This design comes from an exercise in tuning for small area on the open sky130 flow, not from production work. Only simulation tests tie the RTL to the original design; equivalence was not proved. The clock port is modelled as an ideal driver; clocking choices that lean on that would not hold on a real chip. No activity file was given, so power comes from the tool's default toggle rates.

north:
## window_gen_kxk
module window_gen_kxk #(
    parameter int unsigned DATA_WIDTH = 32,
    parameter int unsigned IMG_WIDTH  = 34,
    parameter int unsigned IMG_HEIGHT = 34,
    parameter int unsigned K          = 5,
    parameter int unsigned STRIDE     = 2
) (
    input  logic                      clk,
    input  logic                      resetn,
    input  logic                      data_valid_in,
    input  logic [DATA_WIDTH-1:0]     data_in,
    output logic [K*K*DATA_WIDTH-1:0] window_out,
    output logic                      valid_out,
    output logic                      frame_done
);
Settings: LEC_CHECK=0, CAP_MARGIN=20, CORE_MARGIN=2, CORE_UTILIZATION=70, CTS_BUF_LIST=sky130_fd_sc_hd__clkbuf_4 sky130_fd_sc_hd__clkbuf_8, PLACE_DENSITY=0.8, SLEW_MARGIN=20; clock period 3.0 ns.
standard.sh (not shown) runs the stock make flow with config.mk's settings and CLKGATE_MAP_FILE= SYNTH_SCRIPT=/design/flow/synth_recipe.tcl, a recipe that flattens the netlist after the stock synthesis.
==> flow/flow/run.sh <==
#!/bin/bash
# The standard ORFS layout, with three changes to how it is made:
#  - ports are buffered with the smallest plain buffer (buf_1) rather than
#    the resizer's default pick;
#  - before clock tree synthesis, the resizer's power recovery downsizes
#    cells with spare slack (flow/pre_cts.tcl);
#  - clock tree synthesis clusters up to 24 flip-flops on each clkbuf_16
#    leaf buffer and adds no dummy loads.
# Everything else (synthesis, floorplan, placement, routing) is standard.sh.
# ORFS writes each step's log under orfs/logs/; make's own output goes to
# standard_make.log.
set -euo pipefail
bash standard.sh \
  "BUFFER_PORTS_ARGS=-buffer_cell sky130_fd_sc_hd__buf_1" \
  "PRE_CTS_TCL=$PWD/flow/pre_cts.tcl" \
  "CTS_ARGS=-sink_clustering_enable -repair_clock_nets -dont_use_dummy_load -sink_buffer_max_cap_derate 0.5 -sink_clustering_size 24 -sink_clustering_max_diameter 100 -buf_list {sky130_fd_sc_hd__clkbuf_16}" \
  finish > standard_make.log 2>&1
==> flow/flow/pre_cts.tcl <==
# Before clock tree synthesis: downsize cells on paths with spare setup
# slack (the resizer's power recovery), which shrinks the oversized
# buffers that repair_design put on the high-fanout shift-enable net.
estimate_parasitics -placement
puts "area before power recovery: [rsz::design_area]"
repair_timing -recover_power 100 -verbose
puts "area after power recovery: [rsz::design_area]"
Setup changes, north to south
Settings: a deleted CTS_BUF_LIST that had been sky130_fd_sc_hd__clkbuf_4 sky130_fd_sc_hd__clkbuf_8; a change of CORE_UTILIZATION from 70 to 85; a change of PLACE_DENSITY from 0.8 to 0.92.
==> flow/flow/run.sh <==
#!/bin/bash
# The standard ORFS layout, with two changes to how it is made:
#  - ports are buffered with the smallest plain buffer (buf_1) rather than
#    the resizer's default pick;
#  - clock tree synthesis clusters up to 24 flip-flops on each clkbuf_16
#    leaf buffer and adds no dummy loads.
# Everything else (synthesis, floorplan, placement, routing) is standard.sh.
set -euo pipefail
bash standard.sh \
  "BUFFER_PORTS_ARGS=-buffer_cell sky130_fd_sc_hd__buf_1" \
  "CTS_ARGS=-sink_clustering_enable -repair_clock_nets -dont_use_dummy_load -sink_buffer_max_cap_derate 0.5 -sink_clustering_size 24 -sink_clustering_max_diameter 100 -buf_list {sky130_fd_sc_hd__clkbuf_16}" \
  finish > standard_make.log 2>&1
removed: flow/flow/pre_cts.tcl
south did not finish; a tool error ended it in 3_5_place_dp. Looking at south and north, the fraction of the mapped netlist area in compound gates is a wash. Taking north as the reference, in south area share of xor/xnor cells in the synthesized design barely changed, cell row count dropped 9.3%, synthesized net count barely changed, height of the die dropped 41 µm. Going from north to south, global placer's final weighted congestion grew by a few percent. Average footprint of a synthesized cell: south vs north — no meaningful difference. Reported for south and north, post-synthesis instance area turned out identical to the last digit. As far as sequential element share of the synthesized area goes, north and south are indistinguishable; the numbers are identical. The run showing the smaller initial core utilization is north. Re die span in x: south and north aren't equal, and the higher value belongs to north.

* * *

Setup of run a:
Starting RTL as in the previous note.
export LEC_CHECK = 0
export CAP_MARGIN = 20
export CORE_MARGIN = 2
export CORE_UTILIZATION = 70
export CTS_BUF_LIST = sky130_fd_sc_hd__clkbuf_4 sky130_fd_sc_hd__clkbuf_8
export PLACE_DENSITY = 0.8
export SLEW_MARGIN = 20
create_clock -name core_clock -period 3.0 [get_ports {clk}]
==> flow/flow/run.sh <==
#!/bin/bash
# The standard ORFS layout, with two changes to how it is made:
#  - ports are buffered with the smallest plain buffer (buf_1) rather than
#    the resizer's default pick;
#  - clock tree synthesis clusters up to 24 flip-flops on each clkbuf_16
#    leaf buffer and adds no dummy loads.
# Everything else (synthesis, floorplan, placement, routing) is standard.sh.
set -euo pipefail
bash standard.sh \
  "BUFFER_PORTS_ARGS=-buffer_cell sky130_fd_sc_hd__buf_1" \
  "CTS_ARGS=-sink_clustering_enable -repair_clock_nets -dont_use_dummy_load -sink_buffer_max_cap_derate 0.5 -sink_clustering_size 24 -sink_clustering_max_diameter 100 -buf_list {sky130_fd_sc_hd__clkbuf_16}" \
  finish > standard_make.log 2>&1
Run a has completed all stages; timing, DRC and antenna checks passed.
#### Input delta (run b over run a)
==> flow/flow/run.sh <==
#!/bin/bash
# The standard ORFS layout, with two changes to how it is made:
#  - ports are buffered with the smallest plain buffer (buf_1) rather than
#    the resizer's default pick;
#  - clock tree synthesis uses small clock buffers and no dummy loads.
# Everything else (synthesis, floorplan, placement, routing) is standard.sh.
set -euo pipefail
bash standard.sh \
  "BUFFER_PORTS_ARGS=-buffer_cell sky130_fd_sc_hd__buf_1" \
  "CTS_ARGS=-sink_clustering_enable -repair_clock_nets -dont_use_dummy_load -buf_list {sky130_fd_sc_hd__clkbuf_4 sky130_fd_sc_hd__clkbuf_8}" \
  finish > standard_make.log 2>&1
[summary]
The area growth from synthesis to final layout in run b sits 2.8 points above the value recorded for run a.
Relative to run a, number of nets in the layout has increased by 7.8% in run b.
Any difference in multi-input logic cell count between run a and run b is small enough to ignore.
Worst setup slack ended up 0.17 ns lower on run b than on run a.
Summary of run b over run a: reported leakage power went up by about 5.5%, count of plain and timing-repair buffers in the layout was more or less identical, final hold slack went up by 0.0066 ns.
Diff run a -> run b | switching fraction of total power | decrease of 0.18 points
Of run a and run b, the run reporting the higher total power of the final layout was run b.
Compared with run a, in run b final area moved up; routed wire length -19000 µm.

* * *

Starting RTL as in the previous note.
clock: 3.0 ns
lec_check: 0
cap_margin: 20
core_margin: 2
core_utilization: 70
cts_buf_list: sky130_fd_sc_hd__clkbuf_4 sky130_fd_sc_hd__clkbuf_8
place_density: 0.8
slew_margin: 20
==> flow/flow/run.sh <==
#!/bin/bash
# The standard ORFS layout, with three changes to how it is made:
#  - ports are buffered with the smallest plain buffer (buf_1) rather than
#    the resizer's default pick;
#  - before clock tree synthesis, the resizer's power recovery downsizes
#    cells with spare slack (flow/pre_cts.tcl);
#  - clock tree synthesis clusters up to 28 flip-flops on each clkbuf_16
#    leaf buffer and adds no dummy loads.
# Everything else (synthesis, floorplan, placement, routing) is standard.sh.
# ORFS writes each step's log under orfs/logs/; make's own output goes to
# standard_make.log.
set -euo pipefail
bash standard.sh \
  "BUFFER_PORTS_ARGS=-buffer_cell sky130_fd_sc_hd__buf_1" \
  "PRE_CTS_TCL=$PWD/flow/pre_cts.tcl" \
  "CTS_ARGS=-sink_clustering_enable -repair_clock_nets -dont_use_dummy_load -sink_buffer_max_cap_derate 0.5 -sink_clustering_size 28 -sink_clustering_max_diameter 100 -buf_list {sky130_fd_sc_hd__clkbuf_16}" \
  finish > standard_make.log 2>&1
==> flow/flow/pre_cts.tcl <==
# Before clock tree synthesis: downsize cells on paths with spare setup
# slack (the resizer's power recovery), which shrinks the oversized
# buffers that repair_design put on the high-fanout shift-enable net.
estimate_parasitics -placement
puts "area before power recovery: [rsz::design_area]"
repair_timing -recover_power 100 -verbose
puts "area after power recovery: [rsz::design_area]"
The baseline finished with timing, DRC and antenna clean.
Rerun with:
--- a/flow/flow/run.sh
+++ b/flow/flow/run.sh
@@ -6,3 +6,3 @@
 #    cells with spare slack (flow/pre_cts.tcl);
-#  - clock tree synthesis clusters up to 28 flip-flops on each clkbuf_16
+#  - clock tree synthesis clusters up to 20 flip-flops on each clkbuf_16
 #    leaf buffer and adds no dummy loads.
@@ -15,3 +15,3 @@
   "PRE_CTS_TCL=$PWD/flow/pre_cts.tcl" \
-  "CTS_ARGS=-sink_clustering_enable -repair_clock_nets -dont_use_dummy_load -sink_buffer_max_cap_derate 0.5 -sink_clustering_size 28 -sink_clustering_max_diameter 100 -buf_list {sky130_fd_sc_hd__clkbuf_16}" \
+  "CTS_ARGS=-sink_clustering_enable -repair_clock_nets -dont_use_dummy_load -sink_buffer_max_cap_derate 0.5 -sink_clustering_size 20 -sink_clustering_max_diameter 100 -buf_list {sky130_fd_sc_hd__clkbuf_16}" \
   finish > standard_make.log 2>&1
The new run went through all stages and came out clean. Count of clock-buffer cells in the layout climbs by 60. Clock skew drops by 0.0088 ns. Worst setup slack loses 0.017 ns. Cell count climbs slightly. Global-route usage climbs by 1.4 points. First-iteration DRC count climbs slightly. Final area climbs slightly. Wire length climbs by a few percent. Sequential power is about the same. Register-to-register slack loses 0.02 ns. Total power climbs by a few percent.
Rerun with:
==> flow/flow/run.sh (replaced) <==
#!/bin/bash
# The standard ORFS layout, with two changes to how it is made:
#  - ports are buffered with the smallest plain buffer (buf_1) rather than
#    the resizer's default pick;
#  - clock tree synthesis clusters up to 24 flip-flops on each clkbuf_16
#    leaf buffer and adds no dummy loads.
# Everything else (synthesis, floorplan, placement, routing) is standard.sh.
set -euo pipefail
bash standard.sh \
  "BUFFER_PORTS_ARGS=-buffer_cell sky130_fd_sc_hd__buf_1" \
  "CTS_ARGS=-sink_clustering_enable -repair_clock_nets -dont_use_dummy_load -sink_buffer_max_cap_derate 0.5 -sink_clustering_size 24 -sink_clustering_max_diameter 100 -buf_list {sky130_fd_sc_hd__clkbuf_16}" \
  finish > standard_make.log 2>&1
--- a/flow/config.mk
+++ b/flow/config.mk
@@ -7,7 +7,6 @@
 export LEC_CHECK = 0
-export CAP_MARGIN = 20
+export CAP_MARGIN = 5
 export CORE_MARGIN = 2
 export CORE_UTILIZATION = 70
-export CTS_BUF_LIST = sky130_fd_sc_hd__clkbuf_4 sky130_fd_sc_hd__clkbuf_8
 export PLACE_DENSITY = 0.8
-export SLEW_MARGIN = 20
+export SLEW_MARGIN = 5
removed: flow/flow/pre_cts.tcl
Outcome: Final cell count is lower slightly; clock-buffer cell count is lower by 36; sequential share of layout area is higher by 0.27 points; setup slack is better by 0.19 ns; die area stays the same; area after synthesis is unchanged.

==> what the ideal ports hide <==
The results above use ideal ports. As a check the final layouts listed here were re-extracted and re-timed, cells and wires unchanged. Step 1 (the two cells are an assumption about what drives the block):
set clk [get_ports {clk}]
set_driving_cell -lib_cell sky130_fd_sc_hd__clkbuf_16 $clk
set_driving_cell -lib_cell sky130_fd_sc_hd__buf_2 [delete_from_list [all_inputs] $clk]
Step 2 moves the port delays by t, midway between the first and last clock arrival at a register: inputs arrive t later, outputs are due t later. That takes back most of the time a late clock gives input paths. Slacks: ideal / step 1 / step 2; pairs: ideal / step 1.
run	shift t [ns]	slack for setup (ns)	hold WS [ns]
north	0.909	0.520 / 0.520 / 0.520	0.190 / 0.162 / 0.353
run a	0.909	0.703 / 0.615 / 0.967	0.188 / 0.159 / 0.357
run b	1.115	0.534 / 0.438 / 0.463	0.195 / 0.118 / 0.351
the first run of note 3	0.893	0.526 / 0.526 / 0.526	0.164 / 0.140 / 0.326
the second run of note 3	0.952	0.508 / 0.508 / 0.508	0.145 / 0.107 / 0.345
the third run of note 3	0.909	0.703 / 0.615 / 0.967	0.188 / 0.159 / 0.357
After both steps every run listed still meets setup and hold. For run b, which loses most, drivers alone change the setup slack by -0.096 ns; drivers and shift together by -0.071 ns.
